Source: an optimization exercise on an open RTL-to-GDS flow (aim: a short achievable clock period and few clock cycles). Production flows keep margins and buffers that such runs may drop.
Only simulation tests tie the RTL to the original design; equivalence was not proved.
No activity file was given, so power comes from the tool's default toggle rates.

### config.mk
export PLATFORM = sky130hd
export DESIGN_NAME = icache_top
export DESIGN_NICKNAME = icache_top
export VERILOG_FILES = /design/flow/design.v
export SDC_FILE = /design/flow/constraint.sdc
export NUM_CORES = 4
export LEC_CHECK = 0
export CAP_MARGIN = 20
export CORE_MARGIN = 2
export CORE_UTILIZATION = 40
export SETUP_SLACK_MARGIN = 3.5
export SLEW_MARGIN = 20
export SYNTH_HIERARCHICAL = 1
### constraint.sdc
create_clock -name core_clock -period 8.0 [get_ports {clk}]
set_input_delay 1.6000 -clock core_clock [delete_from_list [all_inputs] [get_ports {clk}]]
set_output_delay 1.6000 -clock core_clock [all_outputs]
set_load 0.01 [all_outputs]
### design.v
package icache_pkg;
    localparam int offset_bits = 5;
    typedef logic [31:0] addr_t;
    typedef logic [31:0] word_t;
    typedef logic [255:0] line_t;
    typedef struct packed {
        logic [1:0] fill_way;
        logic       load_lru;
        logic       lru_in;
    } icache_ctrl_t;
    typedef struct packed {
        logic [1:0] hit;
        logic       lru_way;
    } icache_status_t;
endpackage
`timescale 1ns/1ps
module g_inv   (input logic a, output logic y);                         assign y = ~a;                          endmodule
module g_xnor2 (input logic a, b, output logic y);                      assign y = ~(a ^ b);                    endmodule
module g_nand2 (input logic a, b, output logic y);                      assign y = ~(a & b);                    endmodule
module g_nand3 (input logic a, b, c, output logic y);                   assign y = ~(a & b & c);                endmodule
module g_nand4 (input logic a, b, c, d, output logic y);                assign y = ~(a & b & c & d);            endmodule
module g_nor3  (input logic a, b, c, output logic y);                   assign y = ~(a | b | c);                endmodule
module g_nor4  (input logic a, b, c, d, output logic y);                assign y = ~(a | b | c | d);            endmodule
module g_and3  (input logic a, b, c, output logic y);                   assign y = a & b & c;                   endmodule
module g_and4  (input logic a, b, c, d, output logic y);                assign y = a & b & c & d;               endmodule
module g_a22oi (input logic a1, a2, b1, b2, output logic y);            assign y = ~((a1 & a2) | (b1 & b2));    endmodule
module g_o21ai (input logic a1, a2, b1, output logic y);                assign y = ~((a1 | a2) & b1);           endmodule
module ic_match29 (
    input  logic [25:0] a,
    input  logic [25:0] b,
    input  logic [2:0]  x,
    output logic        g1,
    output logic        g2
);
    logic [28:0] e;
    logic [7:0]  n;
    for (genvar i = 0; i < 26; i++) begin : g_x
        g_xnor2 x_i (.a(a[i]), .b(b[i]), .y(e[i]));
    end
    assign e[28:26] = x;
    g_nand4 n0 (.a(e[0]),  .b(e[1]),  .c(e[2]),  .d(e[3]),  .y(n[0]));
    g_nand4 n1 (.a(e[4]),  .b(e[5]),  .c(e[6]),  .d(e[7]),  .y(n[1]));
    g_nand4 n2 (.a(e[8]),  .b(e[9]),  .c(e[10]), .d(e[11]), .y(n[2]));
    g_nand4 n3 (.a(e[12]), .b(e[13]), .c(e[14]), .d(e[15]), .y(n[3]));
    g_nand4 n4 (.a(e[16]), .b(e[17]), .c(e[18]), .d(e[19]), .y(n[4]));
    g_nand4 n5 (.a(e[20]), .b(e[21]), .c(e[22]), .d(e[23]), .y(n[5]));
    g_nand3 n6 (.a(e[24]), .b(e[25]), .c(e[26]),            .y(n[6]));
    g_nand2 n7 (.a(e[27]), .b(e[28]),                        .y(n[7]));
    g_nor4  r0 (.a(n[0]), .b(n[1]), .c(n[2]), .d(n[3]), .y(g1));
    g_nor4  r1 (.a(n[4]), .b(n[5]), .c(n[6]), .d(n[7]), .y(g2));
endmodule
module ic_match22 (
    input  logic [20:0] a,
    input  logic [20:0] b,
    input  logic        x,
    output logic        g1,
    output logic        g2
);
    logic [21:0] e;
    logic [5:0]  n;
    for (genvar i = 0; i < 21; i++) begin : g_x
        g_xnor2 x_i (.a(a[i]), .b(b[i]), .y(e[i]));
    end
    assign e[21] = x;
    g_nand4 n0 (.a(e[0]),  .b(e[1]),  .c(e[2]),  .d(e[3]),  .y(n[0]));
    g_nand4 n1 (.a(e[4]),  .b(e[5]),  .c(e[6]),  .d(e[7]),  .y(n[1]));
    g_nand4 n2 (.a(e[8]),  .b(e[9]),  .c(e[10]), .d(e[11]), .y(n[2]));
    g_nand4 n3 (.a(e[12]), .b(e[13]), .c(e[14]), .d(e[15]), .y(n[3]));
    g_nand4 n4 (.a(e[16]), .b(e[17]), .c(e[18]), .d(e[19]), .y(n[4]));
    g_nand2 n5 (.a(e[20]), .b(e[21]),                        .y(n[5]));
    g_nor3  r0 (.a(n[0]), .b(n[1]), .c(n[2]), .y(g1));
    g_nor3  r1 (.a(n[3]), .b(n[4]), .c(n[5]), .y(g2));
endmodule
module ic_wdec (
    input  logic [3:0]  a,       
    output logic [15:0] en
);
    logic [3:0] na;
    for (genvar i = 0; i < 4; i++) begin : g_i
        g_inv inv_i (.a(a[i]), .y(na[i]));
    end
    for (genvar k = 0; k < 16; k++) begin : g_k
        g_and4 and_i (
            .a(k[0] ? a[0] : na[0]),
            .b(k[1] ? a[1] : na[1]),
            .c(k[2] ? a[2] : na[2]),
            .d(k[3] ? a[3] : na[3]),
            .y(en[k])
        );
    end
endmodule
module ic_obit (
    input  logic [15:0] en,
    input  logic [15:0] d,
    input  logic [7:0]  fen,
    input  logic [7:0]  fd,
    output logic        y
);
    logic [11:0] t;
    logic [2:0]  u;
    for (genvar k = 0; k < 8; k++) begin : g_k
        g_a22oi t_i (.a1(en[k]), .a2(d[k]), .b1(en[8 + k]), .b2(d[8 + k]), .y(t[k]));
    end
    for (genvar k = 0; k < 4; k++) begin : g_f
        g_a22oi f_i (.a1(fen[2*k]), .a2(fd[2*k]), .b1(fen[2*k + 1]), .b2(fd[2*k + 1]), .y(t[8 + k]));
    end
    g_and4 u0 (.a(t[0]), .b(t[1]), .c(t[2]),  .d(t[3]),  .y(u[0]));
    g_and4 u1 (.a(t[4]), .b(t[5]), .c(t[6]),  .d(t[7]),  .y(u[1]));
    g_and4 u2 (.a(t[8]), .b(t[9]), .c(t[10]), .d(t[11]), .y(u[2]));
    g_nand3 o  (.a(u[0]), .b(u[1]), .c(u[2]), .y(y));
endmodule
module ic_lowhit (
    input  logic [2:0]  index,
    input  logic [2:0]  tlo,
    input  logic [7:0]  uv0,
    input  logic [7:0]  uv1,
    input  logic [23:0] lo0,
    input  logic [23:0] lo1,
    output logic [3:0]  x
);
    logic [2:0] ni;
    logic [7:0] ds, hs;
    for (genvar i = 0; i < 3; i++) begin : g_i
        g_inv inv_i (.a(index[i]), .y(ni[i]));
    end
    for (genvar s = 0; s < 8; s++) begin : g_s
        logic [2:0] e0, e1;
        logic       n0, n1;
        for (genvar i = 0; i < 3; i++) begin : g_b
            g_xnor2 x0_i (.a(tlo[i]), .b(lo0[s*3 + i]), .y(e0[i]));
            g_xnor2 x1_i (.a(tlo[i]), .b(lo1[s*3 + i]), .y(e1[i]));
        end
        g_nand4 m0 (.a(e0[0]), .b(e0[1]), .c(e0[2]), .d(uv0[s]), .y(n0));
        g_nand4 m1 (.a(e1[0]), .b(e1[1]), .c(e1[2]), .d(uv1[s]), .y(n1));
        g_nand2 h  (.a(n0), .b(n1), .y(hs[s]));
        g_and3  d  (
            .a(s[0] ? index[0] : ni[0]),
            .b(s[1] ? index[1] : ni[1]),
            .c(s[2] ? index[2] : ni[2]),
            .y(ds[s])
        );
    end
    for (genvar j = 0; j < 4; j++) begin : g_j
        g_a22oi a_i (.a1(ds[2*j]), .a2(hs[2*j]), .b1(ds[2*j + 1]), .b2(hs[2*j + 1]), .y(x[j]));
    end
endmodule
`timescale 1ns/1ps
module icache_top
#(
    parameter int num_sets = 8
) (
    input  logic  clk,
    input  logic  arst_n,
    input  logic  mem_read,
    input  icache_pkg::addr_t mem_address,
    output icache_pkg::word_t mem_rdata,
    output logic  mem_resp,
    output logic  pmem_read,
    output icache_pkg::addr_t pmem_address,
    input  icache_pkg::line_t pmem_rdata,
    input  logic  pmem_resp
);
    localparam int index_bits = 3;
    localparam int tag_bits   = 24;
    localparam int lo_bits    = 3;                     
    localparam int hi_bits    = tag_bits - lo_bits;    
    localparam int line_bits  = 27;                    
    logic [num_sets-1:0] valid0_q, valid1_q;
    logic [num_sets-1:0] lru_q;
    logic [tag_bits-1:0] tag0_q [num_sets];
    logic [tag_bits-1:0] tag1_q [num_sets];
    icache_pkg::line_t   line0_q [num_sets];
    icache_pkg::line_t   line1_q [num_sets];
    logic [hi_bits-1:0]  rg_q;
    logic [num_sets-1:0] uv0_q, uv1_q;
    logic [1:0]          cp_v_q;
    logic [25:0]         cp_a_q [2];
    logic [1:0]          cp_w_q;
    icache_pkg::line_t   cp_d_q [2];
    logic                 last_v_q;
    logic [line_bits-1:0] last_a_q;
    logic fill_q;
    logic [index_bits-1:0] index;
    logic [tag_bits-1:0]   tag;
    logic [line_bits-1:0]  line_a;
    logic                  odd;
    assign tag    = mem_address[31:8];
    assign index  = mem_address[7:5];
    assign line_a = mem_address[31:5];
    assign odd    = mem_address[5];
    assign pmem_address = {mem_address[31:5], 5'b0};
    logic nfill;
    assign nfill = ~fill_q;
    logic [1:0] rv;
    assign rv = cp_v_q & {2{nfill}};
    logic na5;
    logic g1e, g2e, g1o, g2o;
    logic not_fast;      
    logic not_arrive;
    g_inv inv_a5_i (.a(odd), .y(na5));
    ic_match29 m_even_i (.a(mem_address[31:6]), .b(cp_a_q[0]), .x({na5, mem_read, rv[0]}), .g1(g1e), .g2(g2e));
    ic_match29 m_odd_i  (.a(mem_address[31:6]), .b(cp_a_q[1]), .x({odd, mem_read, rv[1]}), .g1(g1o), .g2(g2o));
    g_a22oi resp_a_i (.a1(g1e), .a2(g2e), .b1(g1o), .b2(g2o), .y(not_fast));
    g_nand2 resp_b_i (.a(fill_q), .b(pmem_resp), .y(not_arrive));
    g_nand2 resp_i   (.a(not_fast), .b(not_arrive), .y(mem_resp));
    logic [7:0] fs_q;
    logic [15:0] en [4];
    for (genvar j = 0; j < 4; j++) begin : g_dec
        ic_wdec wdec_i (.a(mem_address[5:2]), .en(en[j]));
    end
    for (genvar b = 0; b < 32; b++) begin : g_out
        logic [15:0] d;
        logic [7:0]  fd;
        for (genvar k = 0; k < 8; k++) begin : g_k
            assign d[k]     = cp_d_q[0][k*32 + b] & nfill;
            assign d[8 + k] = cp_d_q[1][k*32 + b] & nfill;
            assign fd[k]    = pmem_rdata[k*32 + b];
        end
        ic_obit obit_i (.en(en[b / 8]), .d(d), .fen(fs_q), .fd(fd), .y(mem_rdata[b]));
    end
    logic [23:0] lo0, lo1;
    always_comb begin
        for (int s = 0; s < num_sets; s++) begin
            lo0[s*3 +: 3] = tag0_q[s][lo_bits-1:0];
            lo1[s*3 +: 3] = tag1_q[s][lo_bits-1:0];
        end
    end
    logic ra, rb;
    logic [3:0] lx;
    logic m1n, m2n;
    ic_match22 m_region_i (.a(mem_address[31:11]), .b(rg_q), .x(mem_read), .g1(ra), .g2(rb));
    ic_lowhit lowhit_i (
        .index (index),
        .tlo   (mem_address[10:8]),
        .uv0   (uv0_q),
        .uv1   (uv1_q),
        .lo0   (lo0),
        .lo1   (lo1),
        .x     (lx)
    );
    g_nand3 miss_a_i (.a(ra), .b(rb), .c(lx[0]), .y(m1n));
    g_nand3 miss_b_i (.a(lx[1]), .b(lx[2]), .c(lx[3]), .y(m2n));
    g_o21ai preq_i   (.a1(m1n), .a2(m2n), .b1(nfill), .y(pmem_read));
    logic miss;
    assign miss = !m1n && !m2n && nfill;
    logic in_region;
    assign in_region = (mem_address[31:11] == rg_q);
    logic [num_sets-1:0] lh0, lh1;
    logic                hit0, hit1, hit;
    always_comb begin
        for (int s = 0; s < num_sets; s++) begin
            lh0[s] = (index == s[index_bits-1:0]) && valid0_q[s] && (tag0_q[s] == tag);
            lh1[s] = (index == s[index_bits-1:0]) && valid1_q[s] && (tag1_q[s] == tag);
        end
        hit0 = |lh0;
        hit1 = |lh1;
        hit  = hit0 | hit1;
    end
    icache_pkg::line_t hit_line;
    always_comb begin
        hit_line = '0;
        for (int s = 0; s < num_sets; s++) begin
            hit_line = hit_line | ({256{lh0[s]}} & line0_q[s]) | ({256{lh1[s]}} & line1_q[s]);
        end
    end
    logic [line_bits-1:0]  pf_a;
    logic [index_bits-1:0] pf_index;
    logic [tag_bits-1:0]   pf_tag;
    logic                  pf_hit0, pf_hit1;
    icache_pkg::line_t     pf_line;
    assign pf_a     = last_a_q + 1'b1;
    assign pf_index = pf_a[index_bits-1:0];
    assign pf_tag   = pf_a[line_bits-1:index_bits];
    always_comb begin
        pf_hit0 = 1'b0;
        pf_hit1 = 1'b0;
        pf_line = '0;
        for (int s = 0; s < num_sets; s++) begin
            if (pf_index == s[index_bits-1:0]) begin
                pf_hit0 = valid0_q[s] && (tag0_q[s] == pf_tag);
                pf_hit1 = valid1_q[s] && (tag1_q[s] == pf_tag);
                pf_line = pf_hit1 ? line1_q[s] : line0_q[s];
            end
        end
    end
    logic [num_sets-1:0] rmatch0, rmatch1;
    always_comb begin
        for (int s = 0; s < num_sets; s++) begin
            rmatch0[s] = valid0_q[s] && (tag0_q[s][tag_bits-1:lo_bits] == mem_address[31:11]);
            rmatch1[s] = valid1_q[s] && (tag1_q[s][tag_bits-1:lo_bits] == mem_address[31:11]);
        end
    end
    logic victim;
    assign victim = lru_q[index];
    logic lookup_req;    
    logic done_fast;     
    logic load_cp;       
    logic do_fill;       
    assign lookup_req = mem_read && !fill_q;
    assign done_fast  = !not_fast;
    assign load_cp    = lookup_req && not_fast && hit;
    assign do_fill    = fill_q && pmem_resp;
    logic req_writes_cp;
    logic pf_write;
    assign req_writes_cp = load_cp || do_fill;
    assign pf_write      = last_v_q && (pf_hit0 || pf_hit1) && !(req_writes_cp && (odd == pf_a[0]));
    always_ff @(posedge clk or negedge arst_n) begin
        if (!arst_n) begin
            fill_q   <= 1'b0;
            valid0_q <= '0;
            valid1_q <= '0;
            lru_q    <= '0;
            uv0_q    <= '0;
            uv1_q    <= '0;
            rg_q     <= '0;
            cp_v_q   <= '0;
            last_v_q <= 1'b0;
            fs_q     <= '0;
        end else begin
            if (lookup_req && !in_region) begin
                rg_q  <= mem_address[31:11];
                uv0_q <= rmatch0;
                uv1_q <= rmatch1;
            end
            if (miss) begin
                fill_q <= 1'b1;
                for (int k = 0; k < 8; k++) begin
                    fs_q[k] <= (mem_address[4:2] == k[2:0]);
                end
            end
            if (done_fast) begin
                lru_q[index] <= ~cp_w_q[odd];
            end
            if (done_fast || req_writes_cp) begin
                last_v_q <= 1'b1;
            end
            if (pf_write) begin
                cp_v_q[pf_a[0]] <= 1'b1;
            end
            if (req_writes_cp) begin
                cp_v_q[odd] <= 1'b1;
            end
            if (do_fill) begin
                fill_q <= 1'b0;
                fs_q   <= '0;
                if (victim) begin
                    valid1_q[index] <= 1'b1;
                    uv1_q[index]    <= 1'b1;
                end else begin
                    valid0_q[index] <= 1'b1;
                    uv0_q[index]    <= 1'b1;
                end
                lru_q[index] <= ~victim;
            end
        end
    end
    always_ff @(posedge clk) begin
        if (do_fill && !victim) begin
            tag0_q[index]  <= tag;
            line0_q[index] <= pmem_rdata;
        end
        if (do_fill && victim) begin
            tag1_q[index]  <= tag;
            line1_q[index] <= pmem_rdata;
        end
        if (done_fast || req_writes_cp) begin
            last_a_q <= line_a;
        end
        if (pf_write) begin
            cp_a_q[pf_a[0]] <= pf_a[line_bits-1:1];
            cp_w_q[pf_a[0]] <= pf_hit1;
            cp_d_q[pf_a[0]] <= pf_line;
        end
        if (do_fill) begin
            cp_a_q[odd] <= line_a[line_bits-1:1];
            cp_w_q[odd] <= victim;
            cp_d_q[odd] <= pmem_rdata;
        end else if (load_cp) begin
            cp_a_q[odd] <= line_a[line_bits-1:1];
            cp_w_q[odd] <= hit1;
            cp_d_q[odd] <= hit_line;
        end
    end
endmodule
### run.sh
#!/bin/bash
# synth_recipe.tcl (not shown) runs the flow's synth.tcl, then flattens the netlist and writes it again
# the make line also repeats each setting of config.mk as NAME=value (left out here)
make -C /OpenROAD-flow-scripts/flow DESIGN_CONFIG=/design/flow/config.mk WORK_HOME=/design/flow/orfs CLKGATE_MAP_FILE= SYNTH_SCRIPT=/design/flow/synth_recipe.tcl finish
==> summary.txt <==
Post-DR wirelength/cell: 43.3 um
RSZ-0062 raised after global routing: yes
Routed wire length: 1260 mm
Post-route ant nets: 0
Top area cells in the synthesized netlist: edfxtp_1 62%, mux2i_1 4.2%, a22oi_1 3.2%, a22o_1 2.4%, nand2_1 2.2%
DRT Pass-1 Iters: 19
Cell variety after synth: 99
H-tree depth: 6
Status: timing/DRC/antenna clean
Worst Clk Skew: 0.0960 ns
Post-layout min period: 5.39 ns
Crit-path cells: buf_16 > buf_12 > clkinvlp_4 > and4_4 > buf_6 > a22oi_2 > and4_4 > nand3_4 > buf_6
Static Leak: 0.100 uW
Setup violations, final: 0
Share of the synthesized area in the top cell type: 61.8%
DR DRC count: 0
Rel. slew slack: 9.61%
Peak VDD IR: 0.000232 V
Top cells by count, synth: 5071 x edfxtp_1, 1475 x nand2_1, 1202 x clkbuf_1, 1042 x a22oi_1, 1038 x mux2i_1
Clock Tree Root: clkbuf_16
Layout fillers: 51774
Final hold vios: 0
CP max FO: 7
FF/Latch Area: 0.154 mm2
Area Overhead vs Synth: 23.9%
Initial Util: 40.1%
Core area: 0.614 mm2
Final Cell Area: 0.305 mm2
Critical Path AT: 3.79 ns
Vias: 209393
Max cap viols: 0
Post-DP HPWL: 654 mm
Fin crit share: 67.4%
Startpoint Class: input pin
Total Power: 57700 uW
Hold_buf cts: 0
Die Ht: 789 um
Fmax: 186 MHz
Worst-case clock buffer depth: 4
Dpl cell area: 0.264 mm2
Sequential fraction of the synthesis area: 62.5%
Largest net degree at the start of global routing: 119
Final #Nets: 20509
Die area: 0.623 mm2
Global-route wire length before repair: 1660 mm
Pins over their slew limit: 0
Synth warn: 8
Post-Syn Area: 0.247 mm2
Async SR Flop Fraction: 1.42%
Worst hold-check slack: 0.330 ns
Worst slack, placed: 1.24 ns
Synthesized area per cell: 13.0 um2
Initial antenna violation count: 230
Die X: 789 um
Crit path kind: input pin to output port
Mapped Cells: 19004
Num ports: 358
Share of cells above drive strength 1: 20.0%
Initial DRC count: 40703
Ys flop type: edfxtp_1
Global-route usage over all layers: 38.4%
Worst path required time: 6.40 ns
Clk sinks: 5146
Power Dens Cells: 189 mW/mm2
Setup slack after layout: 2.61 ns
CTS clk-pin slew, worst paths: 0.07 ns
Worst slew pin tran: 1.36 ns
Fin util: 49.7%
Area of the multi-input gates: 0.0913 mm2
# port buffers: 350
Number of synthesized flops with an enable pin: 5071
Seq cells post-synth: 5146
Slowest stage delay, CP: 0.53 ns
RePlAce Congestion: 0.984
Clock buffer count from CTS: 558
Critical path endpoint category: output port
Largest area contributor in the netlist: edfxtp_1
Clock Latency Late Sink: 1.18 ns
Num rows: 288
Most frequent cell after synthesis: edfxtp_1
Vias/cell: 7.22
Vias in the first global route: 193213
Hold WC Path Type: input pin to async pin
Slowest cell on crit path: a22oi_2
CTS tree: built
Overflow after GRT: 0
==> state kept, by name, indices dropped and copies added (netlist names) <==
name	count
cp_v_q	2
cp_w_q	2
lru_q	8
last_a_q	27
tag1_q	192
valid1_q	8
rg_q	21
fill_q	1
uv1_q	8
last_v_q	1
valid0_q	8
line0_q	2048
uv0_q	8
cp_d_q	512
tag0_q	192
cp_a_q	52
fs_q	8
line1_q	2048
==> per-module statistics from Yosys (local to each module, per instance), a selection <==
module / cells / flops+latches / copies in the design / cell area (um2)
g_a22oi: 1 / 0 / 389 / 12.5
g_and3: 1 / 0 / 8 / 6.26
g_and4: 1 / 0 / 160 / 8.76
g_inv: 1 / 0 / 20 / 3.75
g_nand2: 1 / 0 / 13 / 3.75
g_nand3: 1 / 0 / 36 / 5.00
g_nand4: 1 / 0 / 33 / 6.26
g_nor3: 1 / 0 / 2 / 10.0
g_nor4: 1 / 0 / 4 / 12.5
g_o21ai: 1 / 0 / 1 / 5.00
g_xnor2: 1 / 0 / 121 / 8.76
icache_top: 18217 / 5146 / 1 / 239000
==> power by group <==
| part | internal (uW) | switching (uW) | leakage, uW | total, uW |
|---|---|---|---|---|
| sequential | 29600 | 30.8 | 0.0466 | 29600 |
| combinational | 650 | 1220 | 0.0449 | 1870 |
| clock | 14500 | 11600 | 0.00876 | 26100 |
==> layout by cell type, fill, tap and decap left out, types with 72 or more instances in the layout <==
cell / count
buf_12: 460
clkinv_1: 128
nor3b_1: 136
clkdlybuf4s50_1: 154
dlygate4sd2_1: 113
a21oi_2: 78
o22ai_1: 339
o21ai_0: 92
a22o_1: 665
o21ai_1: 294
a22oi_1: 1042
a31oi_1: 309
edfxtp_1: 5071
nor2_1: 913
clkbuf_16: 592
and3_1: 160
nand2_1: 1423
buf_4: 768
and4_4: 128
buf_6: 287
a221oi_1: 556
xor2_1: 262
a21oi_1: 503
o2111ai_1: 119
o221ai_1: 264
buf_8: 84
nor4_1: 72
xnor3_1: 78
nand4_1: 178
clkinv_2: 95
nor2b_1: 523
mux2i_1: 945
diode_2: 199
buf_16: 254
xnor2_1: 490
nand3_1: 832
clkbuf_1: 114
a22oi_2: 389
==> stage by stage <==
step,TNS [ns],instances
after floorplan,-2444.30,19008
after global placement,0,26700
after detailed placement,0,26701
after CTS,0,28592
after global routing,0,28884
final,0,28990
==> layout make-up <==
cell class | instances | share of cell area [%]
Antenna cell | 199 | 0.163
Clock buffer | 691 | 4.85
Clock inverter | 334 | 1.04
Inverter | 60 | 0.0938
Multi-Input combinational cell | 12239 | 29.9
Sequential cell | 5146 | 50.5
Tap cell | 8120 | 3.33
Timing Repair Buffer | 2201 | 10.2
==> routing by layer <==
layer / track usage (%) / part of all wire (%) / vias to the layer above
met5: 0.175 / 0.079 / -
met4: 28.5 / 9.4 / 120
li1: - / - / 78728
met1: 47.5 / 33 / 102784
met3: 16.1 / 18 / 5741
met2: 53.3 / 40 / 22020
==> timing repair <==
action                                  4_1_cts  5_1_grt
setup buffers                               677      180
gates cloned                                189       19
endpoints found under the setup margin     4522     1426
gates resized for setup                    2180      556
pin swaps                                   831      507
==> kinds of logic (layout without fill, tap and decap cells) <==
logic type	after synthesis	after routing	synth area share, %
compound gates	5386	5386	16.9
flops	5146	5146	62.5
simple gates	4851	4858	9.75
buf+inv	1630	3286	2.71
mux	1126	1126	4.62
xor+xnor	853	853	3.47
fa+ha+maj	11	11	0.0558
other cells	1	204	0.00152
==> critical path: cells and delay by family <==
family	cells	cell delay, ns
AO/OA/AOI/OAI	1	0.53
AND/OR/NAND/NOR	3	0.84
buffers and inverters	5	0.78
==> final timing paths <==
check | start | to | slack, ns | depth (start not counted)
max | mem_address[4] | mem_rdata[25] | 2.61 | 9
min | arst_n | rg_q[19]$_DFFE_PN0P_ | 0.33 | 1
max reg2reg | last_a_q[4]$_DFFE_PP_ | cp_d_q[1][169]$_DFFE_PP_ | 2.66 | 21
min reg2reg | cp_v_q[1]$_DFF_PN0_ | cp_v_q[1]$_DFF_PN0_ | 0.49 | 1
max in group asynchronous | arst_n | fs_q[2]$_DFFE_PN0P_ | 6.34 | 2
min in group core_clock | cp_v_q[1]$_DFF_PN0_ | cp_v_q[1]$_DFF_PN0_ | 0.49 | 1
Testbench counts, summed over its fixed seeds: cycles 49,022.

-- afterwards: timing with drivers on the ports --
How much do the figures lean on ideal ports? The routed layout below was timed once more, with nothing changed but the port constraints.
Step 1 (the two cells are an assumption about what drives the block):
set clk [get_ports {clk}]
set_driving_cell -lib_cell sky130_fd_sc_hd__clkbuf_16 $clk
set_driving_cell -lib_cell sky130_fd_sc_hd__buf_2 [delete_from_list [all_inputs] $clk]
Step 2 times the ports against the registers' clock, not the clock port: input delays grow and output delays shrink by t, the midpoint of the rising clock arrivals with the driver on.
a / b / c = ideal / step 1 / step 2; a / b = the first two.
shift t [ns]: 1.279
setup WS [ns]: 2.612 / 2.156 / 1.451
latest minus earliest clock arrival (ns): 0.123 / 0.122
After both steps setup and hold are still met in this run. The setup slack of this run moves by -0.456 ns with the drivers and by -1.161 ns with both steps.
